What follows belongs to an exercise in optimizing a design on an open flow for small area; a production flow would make more cautious choices.
The RTL was checked by simulation tests, not by an equivalence proof against the original design.
No activity file was given, so power comes from the tool's default toggle rates.

<file path="config.mk">
export PLATFORM = sky130hd
export DESIGN_NAME = rfile_sb
export DESIGN_NICKNAME = rfile_sb
export VERILOG_FILES = /design/flow/design.v
export SDC_FILE = /design/flow/constraint.sdc
export NUM_CORES = 4
export LEC_CHECK = 0
export CAP_MARGIN = 20
export CORE_MARGIN = 2
export CORE_UTILIZATION = 40
export SETUP_SLACK_MARGIN = 0.5
export SLEW_MARGIN = 20
</file>
<file path="constraint.sdc">
create_clock -name core_clock -period 6.5 [get_ports {Clk}]
set_input_delay 1.3000 -clock core_clock [delete_from_list [all_inputs] [get_ports {Clk}]]
set_output_delay 1.3000 -clock core_clock [all_outputs]
set_load 0.01 [all_outputs]
</file>
<file path="design.v">
module rfile_sb #(
    parameter int DATA_W   = 32,
    parameter int ADDR_W   = 5,
    parameter int ZERO_REG = 1
) (
    input  logic              Clk,
    input  logic              Rst,
    input  logic              Run,
    input  logic [ADDR_W-1:0] Rs,
    input  logic [ADDR_W-1:0] Rt,
    input  logic              ReadEnA,
    input  logic              ReadEnB,
    output logic [DATA_W-1:0] busA,
    output logic [DATA_W-1:0] busB,
    input  logic              RegWr,
    input  logic [ADDR_W-1:0] Rw,
    input  logic [DATA_W-1:0] busW,
    input  logic              Issue,
    input  logic [ADDR_W-1:0] IssueRd,
    output logic              Stall,
    output logic [ADDR_W:0]   PendCnt
);
    localparam int DEPTH = 1 << ADDR_W;
    localparam bit ZR    = (ZERO_REG != 0);
    logic [DATA_W-1:0] mem [DEPTH];
    logic [DEPTH-1:0]  busy;
    logic [DEPTH-1:0]  busy_nxt;
    logic wb_fire;
    logic is_fire;
    logic haz_a;
    logic haz_b;
    logic haz_i;
    logic is_sets;
    logic wb_clears;
    assign wb_fire = Run & RegWr & ~(ZR & (Rw == '0));
    always_comb begin
        busA = mem[Rs];
        if (wb_fire && (Rw == Rs)) busA = busW;
        if (ZR && (Rs == '0))      busA = '0;
        busB = mem[Rt];
        if (wb_fire && (Rw == Rt)) busB = busW;
        if (ZR && (Rt == '0))      busB = '0;
    end
    always_comb begin
        haz_a = busy[Rs]      & ~(wb_fire & (Rw == Rs));
        haz_b = busy[Rt]      & ~(wb_fire & (Rw == Rt));
        haz_i = busy[IssueRd] & ~(wb_fire & (Rw == IssueRd));
        Stall = Run & ((ReadEnA & haz_a) | (ReadEnB & haz_b) | (Issue & haz_i));
    end
    always_comb begin
        is_fire   = Run & Issue & ~Stall & ~(ZR & (IssueRd == '0));
        is_sets   = is_fire & (~busy[IssueRd] | (wb_fire & (Rw == IssueRd)));
        wb_clears = wb_fire & busy[Rw];
    end
    always_comb begin
        busy_nxt = busy;
        if (wb_fire) busy_nxt[Rw]      = 1'b0;
        if (is_fire) busy_nxt[IssueRd] = 1'b1;
    end
    always_ff @(posedge Clk or posedge Rst) begin
        if (Rst) begin
            for (int i = 0; i < DEPTH; i++) mem[i] <= '0;
            busy    <= '0;
            PendCnt <= '0;
        end else begin
            if (wb_fire) mem[Rw] <= busW;
            busy    <= busy_nxt;
            PendCnt <= PendCnt + {{ADDR_W{1'b0}}, is_sets} - {{ADDR_W{1'b0}}, wb_clears};
        end
    end
endmodule
</file>
<file path="run.sh">
#!/bin/bash
# synth_recipe.tcl (not shown) runs the flow's synth.tcl, then flattens the netlist and writes it again
# the make line also repeats each setting of config.mk as NAME=value (left out here)
make -C /OpenROAD-flow-scripts/flow DESIGN_CONFIG=/design/flow/config.mk WORK_HOME=/design/flow/orfs CLKGATE_MAP_FILE= SYNTH_SCRIPT=/design/flow/synth_recipe.tcl finish
</file>
==> run notes <==
## layer usage
layer,vias to the layer above,global-route usage (%),part of all wire [%]
met3,1271,13.8,14
met2,3831,54.2,41
li1,17800,-,-
met4,8,23.5,8.1
met5,-,0,0.019
met1,23700,49.8,37
## cells by family (layout without fill, tap and decap cells)
logic type | count (synthesis) | after routing
compound gates | 1186 | 1186
xor+xnor | 25 | 25
fa+ha+maj | 17 | 17
buf+inv | 465 | 722
flops | 1030 | 1030
mux | 1043 | 1043
other cells | 0 | 4
simple gates | 750 | 751
## final cells by class
| class | instances | area, um2 | share of cell area, % |
|---|---|---|---|
| clock buffer | 165 | 3360 | 5.37 |
| inverter | 19 | 75.1 | 0.120 |
| antenna | 4 | 10.0 | 0.0160 |
| sequential | 1030 | 25800 | 41.1 |
| multi-input combinational | 3022 | 25700 | 41.0 |
| timing repair buffer | 491 | 4860 | 7.76 |
| tap | 1755 | 2200 | 3.51 |
| clock inverter | 47 | 688 | 1.10 |
## placed cells by master (no fill, tap or decap), drive strengths merged, types with 10 or more instances in the layout
cell type and instances:
a211oi 25, a21o 34, a21oi 77, a221oi 10, a222oi 52, a22o 17, a22oi 804, and3 11
and4 15, buf 381, bufinv 13, clkbuf 165, clkdlybuf4s50 83, clkinv 26, dfrtp 1030, dlygate4sd2 11
dlymetal6s2s 16, ha 16, inv 21, mux2 994, mux2i 20, mux4 29, nand2 212, nand3 77
nand4 130, nor2 145, nor2b 11, nor3 69, nor4 25, o21ai 87, o31ai 10, o41ai 32
or3 15, xnor2 13, xor2 12
## power by group
group	total, mW	switching [mW]	internal (mW)	leakage [nW]
Sequential	8.18	0.879	7.30	13.7
Combinational	2.45	1.23	1.21	12.8
Clock	7.02	2.90	4.12	1.98
## how the worst max path moves through the flow
stage           from    endpoint  slack (ns)  cells past startpoint
2_1_floorplan    Rst  PendCnt[0]       -9.00                      1
3_3_place_gp   Rw[2]    busB[30]       -0.37                     12
3_5_place_dp   Rw[2]    busB[30]       -0.38                     12
4_1_cts        Rs[0]    busA[12]        0.50                     11
5_1_grt        Rw[0]    busA[23]        0.49                     15
6_report       Rs[0]    busA[12]        0.51                     11
## per-stage QoR
step | cells | TNS (ns) | power [mW] | setup WS (ns) | utilization, %
final | 6533 | 0 | 17.6 | 0.508 | 47.8
after detailed placement | 6276 | -0.423 | 10.6 | -0.378 | 44.3
after global routing | 6531 | 0 | 18.2 | 0.488 | 47.8
after floorplan | 4516 | -9267.80 | 9.50 | -9.00 | -
after global placement | 6275 | -0.392 | 10.6 | -0.373 | 44.3
after CTS | 6519 | 0 | 17.6 | 0.503 | 47.6
## repair_timing
item	CTS	global route
setup buffers	30	9
resized for setup	31	32
setup endpoints to repair	65	54
cloned	1	0
pin swaps	14	8
endpoints found under the hold margin	0	0
## state kept, by name, summed over array words and instances (netlist names)
signal,flops
PendCnt,6
busy,32
mem,992
## worst max-delay path: stages
cell,delay [ns]
clkdlybuf4s50_1,0.69
nand2b_2,0.29
buf_4,0.27
nor2_4,0.07
buf_4,0.30
a221oi_1,0.33
nand4_1,0.21
nor4_2,0.43
o31ai_1,0.14
buf_4,0.17
clkdlybuf4s50_1,0.47
==> qor.csv <==
metric,value,unit
status,"complete, no violations",
Yosys cell types,71,
CTS tree,done,
number of max-cap violations,0,
Num CTS Buffers,114,
start point of the worst hold path,PendCnt[0],
cell count of the worst hold path,1,
share of cells above drive strength 1,36.2,%
IO Port Bufs,129,
Pins Over Slew Limit,0,
total grt overflow,0,
overall routing resource usage,38.3,%
Period minus WS final,5.99,ns
first-pass GRT wire length,366,mm
area share of and/or/nand/nor cells after synthesis,7.08,%
Worst Tran Pin Value,1.18,ns
R2R setup slack,2.34,ns
IO Pins,130,
post-synthesis mux area share,22.9,%
Synth area leaders,"dfrtp_1, mux2_2, a22oi_1, clkbuf_1, nand4_1",
Final #Nets,4754,
Synth Area in Adders,0.418,%
leakage power,28.5,nW
CTS Sinks,1030,
worst r2r path cells,16,
Slew HR,21.2,%
VDD IR-drop max,0.202,mV
Final Setup Violations,0,
root buf cell,clkbuf_16,
Compound-Gate Fraction of Synth Area,16.6,%
final worst clock skew,0.0310,ns
RR Startpoint,busy[16],
WS Path Type,input pin to primary output,
HP Class,flop to flop,
routed vias/inst,7.14,
final WL,264,mm
Crit Path Max Fanout,13,
vias in the first global route,45400,
# H-tree levels,3,
xor/xnor share of the synthesized area,0.416,%
post-synthesis average cell area,11.7,um2
Area Overhead vs Synth,18.9,%
largest area contributor in the netlist,dfrtp_1,
clk buf depth,3,
First DRT Iteration DRCs,7382,
"EDFF count, synth",0,
clock slew at reported path FFs,0.05,ns
Die Span Y,367,um
Syn Inst Count,4516,
mapped cell area,0.0527,mm2
"Design Area, Final",0.0626,mm2
Layout fillers,12100,
initial core utilization,40.2,%
# DRC,0,
Routability Congestion,0.977,
crit path capture type,primary output,
DR pass1 iterations,10,
crit path launch type,input pin,
die area,0.135,mm2
hold buffers post-CTS,0,
number of cell rows,133,
via count,46600,
Ys Warns,2,
Final Hold Fails,0,
hpwl dp,162,mm
Avg WL per Cell,40.4,um
Hold Path Sink,PendCnt[0],
ys async rst share,100,%
"Clk Latency, worst-skew pair",0.80,ns
Routed Antenna Nets,0,
Core Footprint,0.131,mm2
top_reg_cell synth,dfrtp_1,
top achievable clock speed,0.167,GHz
reg2reg end,PendCnt[4],
Placed Area,0.0581,mm2
main combinational cell family by area after synthesis,multiplexers,
WHS,0.505,ns
cell area power density,282,mW/mm2
synth cell count leaders,"dfrtp_1, mux2_2, a22oi_1",
"Net Count, Synth",4592,
critical path data required time,5.20,ns
arrival time worst endpoint,4.69,ns
initial antenna violation count,10,
"count leader, synth",dfrtp_1,
final worst path period share,92.2,%
RSZ-0062 raised after global routing,false,
Die W,367,um
Synth Register Bits,1030,
sequential element share of the synthesized area,48.9,%
largest net degree at the start of global routing,167,
share of the synthesized area in the top cell type,48.9,%

[afterwards: timing with drivers on the ports]
The flow's constraints put no driver on any port. The routed layout listed below was extracted and timed again, unchanged, in two steps. Step 1 (the two cells are an assumption about what drives the block):
set clk [get_ports {Clk}]
set_driving_cell -lib_cell sky130_fd_sc_hd__clkbuf_16 $clk
set_driving_cell -lib_cell sky130_fd_sc_hd__buf_2 [delete_from_list [all_inputs] $clk]
Step 2, shift: input delay + t, output delay - t, t = (earliest + latest rising clock arrival at the registers) / 2. This alone moves slack from input paths to output paths. Three values: ideal, step 1, step 2; two values: the first two.
shift t [ns]: 0.859
slack for setup (ns): 0.508 / 0.348 / 0.348
worst hold slack (ns): 0.505 / 0.505 / 0.505
cell pins on the clock port's net: 1
After both steps setup and hold are still met in this run. For this run, drivers alone change the setup slack by -0.160 ns; drivers and shift together by -0.160 ns.
